Background: an optimization exercise with open tools, aiming at small area. Do not read the settings as production practice. Function was checked by simulation only, so behaviour that the tests miss may differ from the original. No activity file was given, so power comes from the tool's default toggle rates.

==> design.v <==
`default_nettype none
module sram_1r1w_wbit (
  input  logic q,
  input  logic hold,
  input  logic wr,
  input  logic d,
  output logic y
);
  assign y = (q & hold) | (d & wr);
endmodule
module sram_1r1w_rd3 (
  input  logic [2:0] sel,
  input  logic [2:0] d,
  output logic       y_n
);
  assign y_n = ~|(sel & d);
endmodule
module sram_1r1w_nand #(
  parameter int N = 4
) (
  input  logic [N-1:0] a,
  output logic         y
);
  assign y = ~&a;
endmodule
module sram_1r1w_nor2 (
  input  logic [1:0] a,
  output logic       y_n
);
  assign y_n = ~|a;
endmodule
module sram_1r1w_rdor (
  input  logic [21:0] g_n,
  output logic        y
);
  logic [5:0] w_l1;
  logic [2:0] w_l2_n;
  for (genvar k = 0; k < 4; k++) begin : g_l1a
    sram_1r1w_nand u_nand (.a(g_n[4*k +: 4]), .y(w_l1[k]));
  end
  for (genvar k = 0; k < 2; k++) begin : g_l1b
    sram_1r1w_nand #(.N(3)) u_nand (.a(g_n[16 + 3*k +: 3]), .y(w_l1[4 + k]));
  end
  for (genvar k = 0; k < 3; k++) begin : g_l2
    sram_1r1w_nor2 u_nor (.a(w_l1[2*k +: 2]), .y_n(w_l2_n[k]));
  end
  assign y = ~&w_l2_n;
endmodule
module sram_1r1w_param #(
  parameter int    DATA_WIDTH        = 32,
  parameter int    SIZE              = 64,
  parameter int    ADDR_WIDTH        = (SIZE > 1) ? $clog2(SIZE) : 1,
  parameter        READ_DURING_WRITE = "NEW_DATA",
  parameter int    CLEAR_ON_RESET    = 1
) (
  input  logic                  clk,
  input  logic                  rst_n,
  input  logic                  read_en,
  input  logic [ADDR_WIDTH-1:0] read_addr,
  output logic [DATA_WIDTH-1:0] read_data,
  input  logic                  write_en,
  input  logic [ADDR_WIDTH-1:0] write_addr,
  input  logic [DATA_WIDTH-1:0] write_data,
  output logic                  init_busy
);
  logic [ADDR_WIDTH-1:0]               r_cnt;
  logic [SIZE-1:0][DATA_WIDTH-1:0]     r_mem;
  always_ff @(posedge clk) begin
    if (!rst_n) begin
      r_cnt     <= '0;
      init_busy <= 1'b1;
    end else begin
      r_cnt     <= r_cnt + 1'b1;
      init_busy <= init_busy && (r_cnt != ADDR_WIDTH'(SIZE - 1));
    end
  end
  logic [SIZE-1:0]       w_row_sweep;
  logic [SIZE-1:0]       w_row_wr;
  logic [SIZE-1:0]       w_row_hold;
  logic [SIZE-1:0][DATA_WIDTH-1:0] w_mem_next;
  always_comb begin
    for (int i = 0; i < SIZE; i++) begin
      w_row_sweep[i] = rst_n && init_busy && (r_cnt == ADDR_WIDTH'(i));
      w_row_wr[i]    = rst_n && !init_busy && write_en && (write_addr == ADDR_WIDTH'(i));
      w_row_hold[i]  = !(w_row_sweep[i] || w_row_wr[i]);
    end
  end
  for (genvar i = 0; i < SIZE; i++) begin : g_row
    for (genvar j = 0; j < DATA_WIDTH; j++) begin : g_bit
      sram_1r1w_wbit u_wbit (
        .q(r_mem[i][j]), .hold(w_row_hold[i]), .wr(w_row_wr[i]),
        .d(write_data[j]), .y(w_mem_next[i][j])
      );
    end
  end
  always_ff @(posedge clk) begin
    r_mem <= w_mem_next;
  end
  localparam int c_TERMS  = SIZE + 2;
  localparam int c_GROUPS = (c_TERMS + 2) / 3;
  logic            w_rd;
  logic            w_fwd;
  logic            w_hold;
  logic [c_GROUPS*3-1:0]                 w_term_sel;
  logic [c_GROUPS*3-1:0][DATA_WIDTH-1:0] w_term_dat;
  logic [DATA_WIDTH-1:0][c_GROUPS-1:0]   w_grp_n;
  logic [DATA_WIDTH-1:0]                 w_rd_next;
  assign w_rd   = rst_n && !init_busy && read_en;
  assign w_fwd  = w_rd && write_en && (write_addr == read_addr);
  assign w_hold = rst_n && !w_rd;
  always_comb begin
    w_term_sel = '0;
    w_term_dat = '0;
    for (int i = 0; i < SIZE; i++) begin
      w_term_sel[i] = w_rd && !w_row_wr[i] && (read_addr == ADDR_WIDTH'(i));
      w_term_dat[i] = r_mem[i];
    end
    w_term_sel[SIZE]     = w_fwd;
    w_term_dat[SIZE]     = write_data;
    w_term_sel[SIZE + 1] = w_hold;
    w_term_dat[SIZE + 1] = read_data;
  end
  for (genvar g = 0; g < c_GROUPS; g++) begin : g_grp
    for (genvar j = 0; j < DATA_WIDTH; j++) begin : g_bit
      sram_1r1w_rd3 u_rd3 (
        .sel(w_term_sel[3*g +: 3]),
        .d({w_term_dat[3*g+2][j], w_term_dat[3*g+1][j], w_term_dat[3*g][j]}),
        .y_n(w_grp_n[j][g])
      );
    end
  end
  for (genvar j = 0; j < DATA_WIDTH; j++) begin : g_rdor
    sram_1r1w_rdor u_rdor (.g_n(w_grp_n[j]), .y(w_rd_next[j]));
  end
  always_ff @(posedge clk) begin
    read_data <= w_rd_next;
  end
endmodule
`default_nettype wire
==> flow/run.sh <==
#!/bin/bash
# Standard ORFS layout (the standard.sh, standard synthesis) with a leaner
# clock tree (larger sink clusters, no dummy loads) and plain buffers on the
# ports. Each ORFS step logs to orfs/logs/; this script's own output goes to
# standard.log.
set -euo pipefail
export CTS_ARGS="-sink_clustering_enable -repair_clock_nets -dont_use_dummy_load -sink_clustering_size 16 -sink_clustering_max_diameter 50 -buf_list {sky130_fd_sc_hd__clkbuf_4 sky130_fd_sc_hd__clkbuf_8}"
export BUFFER_PORTS_ARGS="-buffer_cell sky130_fd_sc_hd__buf_2"
bash standard.sh > standard.log 2>&1
==> standard.sh <==
#!/bin/bash
# synth_recipe.tcl (not shown) runs the flow's synth.tcl, then flattens the netlist and writes it again
# the make line also repeats each setting of config.mk as NAME=value (left out here)
make -C /OpenROAD-flow-scripts/flow DESIGN_CONFIG=/design/flow/config.mk WORK_HOME=/design/flow/orfs CLKGATE_MAP_FILE= SYNTH_SCRIPT=/design/flow/synth_recipe.tcl "${@:-finish}"
==> config.mk <==
export PLATFORM = sky130hd
export DESIGN_NAME = sram_1r1w_param
export DESIGN_NICKNAME = sram_1r1w_param
export VERILOG_FILES = /design/flow/design.v
export SDC_FILE = /design/flow/constraint.sdc
export NUM_CORES = 4
export LEC_CHECK = 0
export CAP_MARGIN = 10
export CORE_MARGIN = 2
export CORE_UTILIZATION = 35
export PLACE_DENSITY = 0.8
export SLEW_MARGIN = 10
export SYNTH_HIERARCHICAL = 1
export SYNTH_MINIMUM_KEEP_SIZE = 0
==> constraint.sdc <==
create_clock -name core_clock -period 4.0 [get_ports {clk}]
set_input_delay 0.8000 -clock core_clock [delete_from_list [all_inputs] [get_ports {clk}]]
set_output_delay 0.8000 -clock core_clock [all_outputs]
set_load 0.01 [all_outputs]
==> qor.csv, run 1 <==
metric,value,unit
worst hold path depth,3,
critical path startpoint category,flop,
"EDFF count, synth",0,
"Slew Viols, Final",0,
Final min period,3.743,ns
maxcap violations,0,
CTS sink cnt,2087,
Peak Freq,267.1,MHz
Cell Pwr Density,395.5,nW/um^2
Syn Inst Count,5500,
Max Root-Sink Buffers,3,
Worst-Margin Slew,1.335,ns
Mapped Nets,5553,
Syn. warnings,7,
routed vias,62804,
Worst setup EP type,flop,
Post-Place Cells,8567,
Hold Path Class,in2reg,
largest area contributor in the netlist,dfxtp_1,
H-tree depth,4,
CP Data Required Time,4.90,ns
synth-to-layout area growth,14.63,%
multi-input logic area,30030,sq um
Core ar.,200100,sq um
max-slew headroom at the worst pin,10.54,%
final wirelength,280100,um
PortBufs,80,
total CTS buffers,167,
post-synthesis async set-or-reset flop share,0,%
PostCTS Resize Cnt,0,
Final ANT Viol Nets,0,
fin crit share,93.58,%
part of the Yosys area used for sequential elements,59.26,%
post-synth top area share,59.26,%
Die ar.,205100,sq um
Max VDD drop,259.4,uV
DRC violation count after routing,0,
status,no timing/DRC/antenna violations,
first-pass GRT wire length,405300,um
Leakage,29.87,nW
Fillers,18361,
RePlAce Congestion,1.003,
Max Fanout on Critical Path,25,
# IOs,81,
row cnt,164,
synthesized flop and latch total,2087,
Tot GR Track Use,25.85,%
RSZ-0062 raised after global routing,no,
R2R Setup Slk,0.26,ns
Starting Density,35.24,%
root buffer cell,clkbuf_8,
layout cells sized above 1,13.51,%
Synth area leaders,"dfxtp_1, a22o_1, a222oi_1",
drt via density,7.173,
clk slew on worst S/H paths,0.09,ns
Netlist Area Pre-Place,70510,sq um
"Hold Vio Cnt, Final",0,
initial DRC count,12726,
Synth cell types,35,
layout net count,6134,
CP arrival,4.65,ns
"Top FF cell, synth",dfxtp_1,
final setup fails,0,
wire per inst,31.99,um
CTS Hold Bufs,0,
top-count cell post-synth,dfxtp_1,
initial antenna violation count,27,
drt first pass iters,14,
number of global-route vias before repair,60330,
total setup buffers inserted after CTS,0,
Finished Layout Cells,8756,
clock latency (worst-skew pair),0.96,ns
Final Total Pwr,31.97,mW
die height,452.8,um
top post-synthesis cells by count,"dfxtp_1, a22o_1, a222oi_1, nand4_1, nand3_1",
R2R depth,11,
largest net degree at the start of global routing,65,
CTS tree,built,
"Avg Cell Area, Syn",12.82,sq um
CP Class,reg2reg,
GRT overflow,0,
Reg area,41780,sq um
DIE WIDTH,452.8,um
clock skew,0.08877,ns
hpwl dp,171100,um
## Yosys stat by module (local to each module, per instance), excerpt
| module | copies in the design | cell area (sq um) | flops+latches |
|---|---|---|---|
| sram_1r1w_param | 1 | 43880 | 2087 |
| sram_1r1w_wbit | 2048 | 8.758 | 0 |
| sram_1r1w_nor2 | 96 | 3.754 | 0 |
| sram_1r1w_rdor | 32 | 5.005 | 0 |
| sram_1r1w_rd3 | 704 | 10.01 | 0 |
| sram_1r1w_nand | 128 | 6.256 | 0 |
## worst max-delay path, stage by stage, from the launching register on
cell	delay, ns
dfxtp_1	0.46
nand4bb_4	0.21
buf_12	0.29
nor2_2	0.11
buf_4	0.18
a211oi_4	0.88
buf_4	0.45
a222oi_1	0.17
nand4_1	0.46
nor2_1	0.21
buf_4	0.20
nand3_1	0.06
## cell usage in the layout (no fill, tap or decap), drive strengths merged, types with 7 or more instances in the layout
cell type	Yosys	layout
nand4bb	8	8
nand4	132	132
nand2	13	13
a22o	2048	2048
dfxtp	2087	2087
clkbuf	16	167
a222oi	704	704
buf	18	446
nor3	120	120
nor2	107	107
nand3	107	107
diode	0	21
and2	17	17
nand4b	7	7
nor2b	8	8
a21oi	55	55
inv	8	8
## registers in the layout (all words and copies together), names as in the netlist
| signal | count |
|---|---|
| r_cnt | 6 |
| init_busy | 1 |
| r_mem | 2048 |
| read_data | 32 |
## per-stage QoR
step	setup slack (ns)	TNS, ns	hold slack (ns)	instance area (sq um)	utilization, %
3_5_place_dp	-0.2694	-0.4373	0.4690	78450	39.21
3_3_place_gp	-0.1892	-0.2189	0.4642	78450	39.21
5_1_grt	0.2723	0	0.2754	80810	40.39
6_report	0.2566	0	0.2808	80830	40.40
2_1_floorplan	0.003286	0	0.4545	70920	-
4_1_cts	0.5944	0	0.2148	80750	40.36
## where the power goes
part / internal, mW / leakage, nW / switching, mW
logic: 0.126 / 11.9 / 0.722
clock network: 3.73 / 1.20 / 6.56
registers: 20.8 / 16.8 / 0.0261
total: 24.7 / 29.9 / 7.31
## cell type report
type | count | area share [%]
antenna | 21 | 0.06502
multi-input combinational | 3371 | 37.15
inverter | 8 | 0.03715
timing repair buffer | 446 | 4.096
tap | 2656 | 4.112
clock buffer | 167 | 2.844
sequential | 2087 | 51.69
## final timing paths
kind / startpoint / to
min reg2reg: r_mem[621]$_DFF_P_ / r_mem[621]$_DFF_P_
max reg2reg: init_busy$_SDFF_PN1_ / read_data[10]$_DFF_P_
max: init_busy$_SDFF_PN1_ / read_data[10]$_DFF_P_
min: rst_n / init_busy$_SDFF_PN1_
## cell families after synthesis
| group | share of synthesized area, % |
|---|---|
| flops | 59.26 |
| fa+ha+maj | 0.08873 |
| buf+inv | 0.2538 |
| simple gates | 4.298 |
| compound gates | 35.99 |
| xor+xnor | 0.1118 |
## layer usage
layer	vias to the layer above	GRT usage (%)	share of wire, %
li1	25330	-	-
met1	31008	32.60	36
met2	5361	37.24	42
met3	1093	7.857	15
met4	12	18.86	8.2
met5	-	0	0.025
==> inputs of run 2 (changes only) <==
==> flow/run.sh (replaced) <==
#!/bin/bash
# Standard ORFS layout (the standard.sh, standard synthesis) with a leaner
# clock tree (larger sink clusters, no dummy loads) and plain buffers on the
# ports. Each ORFS step logs to orfs/logs/; this script's own output goes to
# standard.log.
set -euo pipefail
export CTS_ARGS="-sink_clustering_enable -repair_clock_nets -dont_use_dummy_load -sink_clustering_size 20 -sink_clustering_max_diameter 50 -buf_list {sky130_fd_sc_hd__clkbuf_4 sky130_fd_sc_hd__clkbuf_8}"
export BUFFER_PORTS_ARGS="-buffer_cell sky130_fd_sc_hd__buf_2"
bash standard.sh > standard.log 2>&1
==> config.mk (replaced) <==
export PLATFORM = sky130hd
export DESIGN_NAME = sram_1r1w_param
export DESIGN_NICKNAME = sram_1r1w_param
export VERILOG_FILES = /design/flow/design.v
export SDC_FILE = /design/flow/constraint.sdc
export NUM_CORES = 4
export LEC_CHECK = 0
export CAP_MARGIN = 0
export CORE_MARGIN = 2
export CORE_UTILIZATION = 30
export SLEW_MARGIN = 0
export SYNTH_HIERARCHICAL = 1
export SYNTH_MINIMUM_KEEP_SIZE = 0
==> qor.csv, run 2 <==
metric,value,unit,change
Max VDD drop,354.6,uV,+37%
worst path buffer plus inverter count,2,,-2
"Slowest-stage cell, CP",nor2_1,,
"Slew Viols, Final",0,,unchanged
Synth cell types,35,,unchanged
post-synthesis async set-or-reset flop share,0,%,unchanged
final wirelength,296700,um,+5.9%
root buffer cell,clkbuf_8,,
RSZ-0062 raised after global routing,no,,
critical path startpoint category,flop,,
largest register by flop count,r_mem,,
CP arrival,4.53,ns,-0.12 ns
drt via density,6.607,,-7.9%
Starting Density,30.24,%,-5.0 points
synth-to-layout area growth,16.83,%,
Hold Path Class,in2reg,,
Max Root-Sink Buffers,3,,unchanged
part of the Yosys area used for sequential elements,59.26,%,unchanged
Final min period,3.712,ns,-0.03142 ns
synthesized flop and latch total,2087,,unchanged
Syn Inst Count,5500,,unchanged
"Top FF cell, synth",dfxtp_1,,
wire per inst,31.95,um,-0.12%
R2R depth,9,,-2
Final ANT Viol Nets,0,,unchanged
"most common cell after layout, fill and taps aside",dfxtp_1,,
CTS Hold Bufs,0,,unchanged
initial DRC count,10787,,-15%
most frequent cells in the layout,"dfxtp_1, a22o_1, a222oi_1",,
"Avg Cell Area, Syn",12.82,sq um,unchanged
CP Class,reg2reg,,
Die ar.,238900,sq um,+17%
worst-path cell chain,"nand4bb_4, buf_12, nor3_4, nor3_4, buf_12, a222oi_1, nand4_1, nor2_1, nand3_1",,
clk slew on worst S/H paths,0.09,ns,about the same
first-pass GRT wire length,426500,um,+5.2%
layout net count,6188,,+0.88%
hpwl dp,180900,um,+5.7%
Mapped Nets,5553,,unchanged
RePlAce Congestion,0.9416,,-6.1%
Netlist Area Pre-Place,70510,sq um,unchanged
clock skew,0.1158,ns,+0.02698 ns
total setup buffers inserted after CTS,0,,unchanged
total CTS buffers,171,,+2.4%
largest net degree at the start of global routing,66,,+1.5%
delay of the slowest critical-path stage,0.84,ns,-0.04 ns
Leakage,30.24,nW,+1.2%
max FFs per register,2048,,unchanged
largest area contributor in the netlist,dfxtp_1,,
number of global-route vias before repair,58583,,-2.9%
Peak Freq,269.4,MHz,+0.85%
Syn. warnings,7,,unchanged
WHS Endpoint,r_mem[158]$_DFF_P_,,
die height,488.8,um,+7.9%
Fillers,22528,,+23%
max-slew headroom at the worst pin,5.190,%,-5.4 points
Max Fanout on Critical Path,18,,-28%
Synth area leaders,"dfxtp_1, a22o_1, a222oi_1",,
CP Data Required Time,4.82,ns,-0.08 ns
Core ar.,233200,sq um,+17%
Worst R2R End,read_data[31]$_DFF_P_,,
worst hold path depth,2,,-1
status,no timing/DRC/antenna violations,,
Worst setup EP type,flop,,
# IOs,81,,unchanged
Worst-Margin Slew,1.418,ns,+0.08298 ns
Cell Pwr Density,391.5,nW/um^2,-1.0%
PostCTS Resize Cnt,0,,unchanged
hold slack final,0.3390,ns,+0.05817 ns
DIE WIDTH,488.8,um,+7.9%
CTS tree,built,,
R2R Setup Slk,0.29,ns,+0.03 ns
"Hold Vio Cnt, Final",0,,unchanged
biggest regs,"r_mem (2048), read_data (32), r_cnt (6)",,
drt first pass iters,10,,-4
"EDFF count, synth",0,,unchanged
Post-Place Cells,9094,,+6.2%
maxcap violations,0,,unchanged
row cnt,177,,+7.9%
CTS sink cnt,2087,,unchanged
routed vias,61357,,-2.3%
H-tree depth,4,,unchanged
layout cells sized above 1,14.27,%,+0.76 points
post-synth top area share,59.26,%,unchanged
clock latency (worst-skew pair),1.00,ns,+0.04 ns
crit-path leading delay family,simple AND/OR/NAND/NOR gates,,
initial antenna violation count,23,,-15%
Worst R2R Start,init_busy$_SDFF_PN1_,,
final setup fails,0,,unchanged
PortBufs,80,,unchanged
fin crit share,92.80,%,-0.79 points
Tot GR Track Use,23.78,%,-2.1 points
Hold Path Origin,write_data[30],,
DRC violation count after routing,0,,unchanged
top post-synthesis cells by count,"dfxtp_1, a22o_1, a222oi_1, nand4_1, nand3_1",,
top-count cell post-synth,dfxtp_1,,
Finished Layout Cells,9286,,+6.1%
GRT overflow,0,,unchanged
run 2: Yosys stat by module, one instance, submodules excluded, excerpt:
module / times used / area (sq um) / flops+latches / cells inside
sram_1r1w_param: 1 / 43880 / 2087 / 2428
sram_1r1w_rd3: 704 / 10.01 / 0 / 1
sram_1r1w_wbit: 2048 / 8.758 / 0 / 1
sram_1r1w_nand: 128 / 6.256 / 0 / 1
sram_1r1w_rdor: 32 / 5.005 / 0 / 1
sram_1r1w_nor2: 96 / 3.754 / 0 / 1
run 2: final cells by class:
class	count	area, sq um	share of cell area (%)
repair buffers	496	4001	4.857
flip-flops and latches	2087	41780	50.72
well taps	3132	3919	4.757
diodes	21	52.55	0.06379
multi-input cells	3371	30240	36.71
clock buffers	171	2354	2.857
inverters	8	30.03	0.03645
run 2: how the worst max path moves through the flow:
stage | startpoint | to | slack (ns) | cells past startpoint
after floorplan | rst_n | read_data[0]$_DFF_P_ | 0.003 | 9
after global placement | write_addr[4] | read_data[3]$_DFF_P_ | -0.25 | 11
after detailed placement | rst_n | read_data[31]$_DFF_P_ | -0.20 | 12
after CTS | init_busy$_SDFF_PN1_ | read_data[16]$_DFF_P_ | 0.46 | 10
after global routing | init_busy$_SDFF_PN1_ | read_data[31]$_DFF_P_ | 0.34 | 9
final | init_busy$_SDFF_PN1_ | read_data[31]$_DFF_P_ | 0.29 | 9
run 2: cell families (layout without fill, tap and decap cells):
logic type                 after synthesis  count (layout)  share of synthesized area (%)
AOI/OAI and AO/OA                     2824            2824                          35.99
xor gates and xnor gates                 9               9                         0.1118
adders and majority gates                5               5                        0.08873
buffers and inverters                   42             675                         0.2538
DFF                                   2087            2087                          59.26
other                                    0              21                              0
and+or+nand+nor                        533             533                          4.298
run 2: routing by layer:
metal / up-vias / wire length, um / track usage [%]
met1: 31423 / 120300 / 32.05
li1: 25438 / - / -
met2: 3911 / 128900 / 35.59
met4: 10 / 16500 / 12.68
met3: 575 / 30950 / 4.943
met5: - / 68 / 0
run 2: power breakdown:
part / leakage, nW / internal [mW] / switching, mW
Clock: 1.23 / 3.81 / 6.73
Combinational: 12.2 / 0.134 / 0.743
Sequential: 16.8 / 20.8 / 0.0257
run 2: stage by stage:
| stage | util, % | TNS, ns | area [sq um] | total power, mW | setup WS (ns) |
|---|---|---|---|---|---|
| after detailed placement | 34.29 | -2.266 | 79970 | 22.16 | -0.2020 |
| final | 35.33 | 0 | 82380 | 32.25 | 0.2881 |
| after CTS | 35.30 | 0 | 82330 | 32.32 | 0.4604 |
| after global placement | 34.29 | -2.750 | 79970 | 22.14 | -0.2479 |
| after floorplan | - | 0 | 70920 | 21.44 | 0.003286 |
| after global routing | 35.32 | 0 | 82360 | 33.15 | 0.3397 |
==> inputs of run 3 (changes only) <==
--- a/design.v
+++ b/design.v
@@ -7,6 +7,12 @@
   output logic y
 );
   assign y = (q & hold) | (d & wr);
+endmodule
+module sram_1r1w_drv (
+  input  logic a_n,
+  output logic y
+);
+  assign y = ~a_n;
 endmodule
 module sram_1r1w_rd3 (
   input  logic [2:0] sel,
@@ -75,15 +81,21 @@
     end
   end
   logic [SIZE-1:0]       w_row_sweep;
+  logic [SIZE-1:0]       w_row_wr_n;
+  logic [SIZE-1:0]       w_row_hold_n;
   logic [SIZE-1:0]       w_row_wr;
   logic [SIZE-1:0]       w_row_hold;
   logic [SIZE-1:0][DATA_WIDTH-1:0] w_mem_next;
   always_comb begin
     for (int i = 0; i < SIZE; i++) begin
-      w_row_sweep[i] = rst_n && init_busy && (r_cnt == ADDR_WIDTH'(i));
-      w_row_wr[i]    = rst_n && !init_busy && write_en && (write_addr == ADDR_WIDTH'(i));
-      w_row_hold[i]  = !(w_row_sweep[i] || w_row_wr[i]);
+      w_row_sweep[i]  = rst_n && init_busy && (r_cnt == ADDR_WIDTH'(i));
+      w_row_wr_n[i]   = !(rst_n && !init_busy && write_en && (write_addr == ADDR_WIDTH'(i)));
+      w_row_hold_n[i] = w_row_sweep[i] || !w_row_wr_n[i];
     end
+  end
+  for (genvar i = 0; i < SIZE; i++) begin : g_wdrv
+    sram_1r1w_drv u_wr   (.a_n(w_row_wr_n[i]),   .y(w_row_wr[i]));
+    sram_1r1w_drv u_hold (.a_n(w_row_hold_n[i]), .y(w_row_hold[i]));
   end
   for (genvar i = 0; i < SIZE; i++) begin : g_row
     for (genvar j = 0; j < DATA_WIDTH; j++) begin : g_bit
@@ -101,6 +113,7 @@
   logic            w_rd;
   logic            w_fwd;
   logic            w_hold;
+  logic [c_GROUPS*3-1:0]                 w_term_sel_n;
   logic [c_GROUPS*3-1:0]                 w_term_sel;
   logic [c_GROUPS*3-1:0][DATA_WIDTH-1:0] w_term_dat;
   logic [DATA_WIDTH-1:0][c_GROUPS-1:0]   w_grp_n;
@@ -109,16 +122,22 @@
   assign w_fwd  = w_rd && write_en && (write_addr == read_addr);
   assign w_hold = rst_n && !w_rd;
   always_comb begin
-    w_term_sel = '0;
-    w_term_dat = '0;
+    w_term_sel_n = '1;
+    w_term_dat   = '0;
     for (int i = 0; i < SIZE; i++) begin
-      w_term_sel[i] = w_rd && !w_row_wr[i] && (read_addr == ADDR_WIDTH'(i));
-      w_term_dat[i] = r_mem[i];
+      w_term_sel_n[i] = !(w_rd && w_row_wr_n[i] && (read_addr == ADDR_WIDTH'(i)));
+      w_term_dat[i]   = r_mem[i];
     end
-    w_term_sel[SIZE]     = w_fwd;
-    w_term_dat[SIZE]     = write_data;
-    w_term_sel[SIZE + 1] = w_hold;
-    w_term_dat[SIZE + 1] = read_data;
+    w_term_sel_n[SIZE]     = !w_fwd;
+    w_term_dat[SIZE]       = write_data;
+    w_term_sel_n[SIZE + 1] = !w_hold;
+    w_term_dat[SIZE + 1]   = read_data;
+  end
+  for (genvar k = 0; k < c_TERMS; k++) begin : g_rdrv
+    sram_1r1w_drv u_sel (.a_n(w_term_sel_n[k]), .y(w_term_sel[k]));
+  end
+  for (genvar k = c_TERMS; k < c_GROUPS*3; k++) begin : g_rpad
+    assign w_term_sel[k] = 1'b0;
   end
   for (genvar g = 0; g < c_GROUPS; g++) begin : g_grp
     for (genvar j = 0; j < DATA_WIDTH; j++) begin : g_bit
==> flow/run.sh (replaced) <==
#!/bin/bash
# Standard ORFS layout (the standard.sh, standard synthesis) with a leaner
# clock tree (larger sink clusters, no dummy loads) and plain buffers on the
# ports. Each ORFS step logs to orfs/logs/; this script's own output goes to
# standard.log.
set -euo pipefail
export CTS_ARGS="-sink_clustering_enable -repair_clock_nets -dont_use_dummy_load -sink_clustering_size 16 -sink_clustering_max_diameter 50 -buf_list {sky130_fd_sc_hd__clkbuf_4 sky130_fd_sc_hd__clkbuf_8}"
export BUFFER_PORTS_ARGS="-buffer_cell sky130_fd_sc_hd__buf_2"
bash standard.sh > standard.log 2>&1
--- a/config.mk
+++ b/config.mk
@@ -5,9 +5,10 @@
 export SDC_FILE = /design/flow/constraint.sdc
 export NUM_CORES = 4
 export LEC_CHECK = 0
-export CAP_MARGIN = 0
+export CAP_MARGIN = 10
 export CORE_MARGIN = 2
-export CORE_UTILIZATION = 30
-export SLEW_MARGIN = 0
+export CORE_UTILIZATION = 35
+export PLACE_DENSITY = 0.8
+export SLEW_MARGIN = 10
 export SYNTH_HIERARCHICAL = 1
 export SYNTH_MINIMUM_KEEP_SIZE = 0
==> qor.csv, run 3 <==
metric,value,unit,change
RePlAce Congestion,1.090,,+16%
total CTS buffers,167,,-2.3%
status,no timing/DRC/antenna violations,,
layout cells sized above 1,11.12,%,-3.1 points
Max VDD drop,289.6,uV,-18%
Hold Path Class,in2reg,,
DIE WIDTH,455.6,um,-6.8%
row cnt,165,,-6.8%
final setup fails,0,,unchanged
initial DRC count,13207,,+22%
part of the Yosys area used for sequential elements,58.54,%,-0.72 points
crit path from,init_busy$_SDFF_PN1_,,
Synth area leaders,"dfxtp_1, a22o_1, a222oi_1",,
Hold Path Origin,write_data[24],,
Final Total Pwr,32.08,mW,-0.51%
initial antenna violation count,31,,+35%
top-count cell post-synth,dfxtp_1,,
total setup buffers inserted after CTS,0,,unchanged
post-synthesis adder-cell area fraction,0.08765,%,-0.0011 points
Worst-Margin Slew,1.185,ns,-0.2330 ns
largest family of logic cells by synthesized area,compound AO/OA/AOI/OAI gates,,
root buffer cell,clkbuf_8,,
Final min period,3.915,ns,+0.2033 ns
RSZ-0062 raised after global routing,no,,
drt via density,7.110,,+7.6%
Max Root-Sink Buffers,3,,unchanged
"Slew Viols, Final",0,,unchanged
Post-Synth XOR/XNOR Area,0.1104,%,-0.0014 points
"Top FF cell, synth",dfxtp_1,,
hold slack final,0.3089,ns,-0.03009 ns
CP Class,reg2reg,,
"Avg Cell Area, Syn",12.48,sq um,-2.7%
Synth Area in Compound Gates,35.87,%,-0.13 points
# IOs,81,,unchanged
Starting Density,35.24,%,+5.0 points
Synth cell types,43,,+23%
multiplexer share of the synthesized area,0.01402,%,+0.014 points
largest register by flop count,r_mem,,
synthesized flop and latch total,2087,,unchanged
worst-path cell chain,"buf_4, and4b_1, buf_4, nand3_1, nand3_1, inv_1, buf_12, a222oi_1, nand3_1, nor2_1, nand3_1",,
Peak Freq,255.4,MHz,-5.2%
most frequent cells in the layout,"dfxtp_1, a22o_1, a222oi_1",,
Netlist Area Pre-Place,71380,sq um,+1.2%
Fillers,18630,,-17%
"Slowest-stage cell, CP",nor2_1,,
worst path buffer plus inverter count,4,,+2
routed vias,64355,,+4.9%
Finished Layout Cells,9051,,-2.5%
final wirelength,290900,um,-2.0%
biggest regs,"r_mem (2048), read_data (32), r_cnt (6)",,
fin crit share,97.88,%,+5.1 points
cell seen most often among critical-path stages,nand3_1,,
post-synth top area share,58.54,%,-0.72 points
maxcap violations,0,,unchanged
CTS sink cnt,2087,,unchanged
Leakage,31.17,nW,+3.1%
Post-Synth Simple-Gate Area,3.944,%,-0.35 points
setup TNS,0,ns,unchanged
CP Data Required Time,4.81,ns,about the same
CP arrival,4.72,ns,+0.19 ns
Die ar.,207600,sq um,-13%
Mapped Nets,5773,,+4.0%
"Hold Vio Cnt, Final",0,,unchanged
synth-to-layout area growth,13.70,%,
"most common cell after layout, fill and taps aside",dfxtp_1,,
first-pass GRT wire length,419800,um,-1.6%
Syn Inst Count,5720,,+4.0%
CTS Hold Bufs,0,,unchanged
delay of the slowest critical-path stage,0.83,ns,about the same
layout net count,6414,,+3.7%
max-slew headroom at the worst pin,20.42,%,+15 points
Max Fanout on Critical Path,32,,+14
"EDFF count, synth",0,,unchanged
die height,455.6,um,-6.8%
Core ar.,202500,sq um,-13%
top post-synthesis cells by count,"dfxtp_1, a22o_1, a222oi_1, inv_1, nand3_1",,
clock skew,0.09230,ns,-0.02345 ns
PortBufs,80,,unchanged
H-tree depth,4,,unchanged
CTS tree,built,,
max FFs per register,2048,,unchanged
clk slew on worst S/H paths,0.10,ns,about the same
DRC violation count after routing,0,,unchanged
Post-Place Cells,8864,,-2.5%
clock latency (worst-skew pair),0.99,ns,about the same
drt first pass iters,11,,+1
crit-path leading delay family,simple AND/OR/NAND/NOR gates,,
wire per inst,32.14,um,+0.59%
post-synthesis async set-or-reset flop share,0,%,unchanged
Tot GR Track Use,26.48,%,+2.7 points
largest area contributor in the netlist,dfxtp_1,,
Cell Pwr Density,395.3,nW/um^2,+0.99%
Final ANT Viol Nets,0,,unchanged
critical path startpoint category,flop,,
Worst R2R Start,init_busy$_SDFF_PN1_,,
Worst setup EP type,flop,,
number of global-route vias before repair,62082,,+6.0%
hpwl dp,177600,um,-1.8%
Syn. warnings,7,,unchanged
largest net degree at the start of global routing,66,,unchanged
GRT overflow,0,,unchanged
run 3: changes by cell type after synthesis, moves of 13 or more:
cell      previous run  this run
nand3_1            107       168
and2_1              17         4
nor3_1              86         6
nand2_1             12        61
nor3_2              34         0
o21ai_0              2        33
o211ai_1             0        32
a21oi_1             55         0
inv_1                8       197
o22ai_1              0        32
run 3: cell families after synthesis:
| kind of cell | count (synthesis) |
|---|---|
| buffers and inverters | 242 |
| AOI/OAI and AO/OA | 2850 |
| xor gates and xnor gates | 9 |
| adders and majority gates | 5 |
| muxes | 1 |
| and+or+nand+nor | 526 |
| DFF | 2087 |
run 3: path summary, 6_finish.rpt:
check	endpoint	slack, ns	depth (start not counted)
worst max register to register	read_data[6]$_DFF_P_	0.08	11
worst min-delay path	r_mem[1592]$_DFF_P_	0.31	2
worst max-delay path	read_data[6]$_DFF_P_	0.08	11
worst min register to register	r_mem[1394]$_DFF_P_	0.49	1
run 3: final cells by class:
cell class / instances / area [sq um] / area share [%]
flip-flops and latches: 2087 / 41780 / 51.48
multi-input cells: 3391 / 28590 / 35.22
repair buffers: 517 / 4359 / 5.371
well taps: 2672 / 3343 / 4.119
clock buffers: 167 / 2298 / 2.832
inverters: 197 / 739.5 / 0.9112
diodes: 20 / 50.05 / 0.06167
run 3: per-layer routing:
layer / wire length, um / global-route usage, %
met1: 102700 / 32.26
met2: 119100 / 37.92
met3: 40520 / 8.027
met4: 28480 / 22.87
met5: 113 / 0
run 3: through the flow:
stage	worst slack, ns	util (%)	area, sq um
floorplan	1.305	-	71380
finish	0.08480	40.07	81160
CTS	0.02663	40.04	81090
detailed placement	-0.4316	38.90	78790
global placement	-0.4065	38.90	78790
global route	0.08069	40.06	81130
run 3: power breakdown:
part           internal, mW  switching, mW
registers              20.8         0.0523
logic                 0.158          0.690
clock network          3.73           6.61
total                  24.7           7.35
run 3: repair_timing:
item | in CTS | in global routing
gates cloned | 0 | 0
pin swaps | 0 | 1
endpoints found under the setup margin | 1 | 6
gates resized for setup | 1 | 6
run 3: Yosys stat by module, one instance, submodules excluded, a selection:
module	copies in the design	cell area [sq um]	flip-flops and latches	cells inside
sram_1r1w_drv	194	3.754	0	1
sram_1r1w_param	1	44020	2087	2454
sram_1r1w_nand	128	6.256	0	1
sram_1r1w_wbit	2048	8.758	0	1
sram_1r1w_rdor	32	5.005	0	1
sram_1r1w_rd3	704	10.01	0	1
sram_1r1w_nor2	96	3.754	0	1

[re-timing with driven ports]
The flow's constraints put no driver on any port. The routed layouts listed below were extracted and timed again, unchanged, in two steps. Step 1 sets driving cells, clkbuf_16 on the clock port and buf_2 on the other inputs (assumed; they add their load-dependent delay and slew). Step 2 moves the port delays by t, midway between the first and last clock arrival at a register: inputs arrive t later, outputs are due t later. That takes back most of the time a late clock gives input paths. Three values: ideal ports, drivers, drivers and shift; two values: the first two.
| run | t, ns | setup WS [ns] | hold WS [ns] | slew at the worst register clock pin (ns) |
|---|---|---|---|---|
| run 1 | 1.002 | 0.257 / 0.257 / -0.491 | 0.281 / 0.221 / 0.485 | 0.10 / 0.10 |
| run 2 | 1.038 | 0.288 / 0.288 / -0.544 | 0.339 / 0.288 / 0.484 | 0.12 / 0.12 |
| run 3 | 1.028 | 0.085 / 0.085 / -0.548 | 0.309 / 0.262 / 0.486 | 0.11 / 0.11 |
Met with ideal ports but missed after step 2: setup timing in every run listed. The setup slack of run 2, which loses most, moves by 0.000 ns with the drivers and by -0.832 ns with both steps.
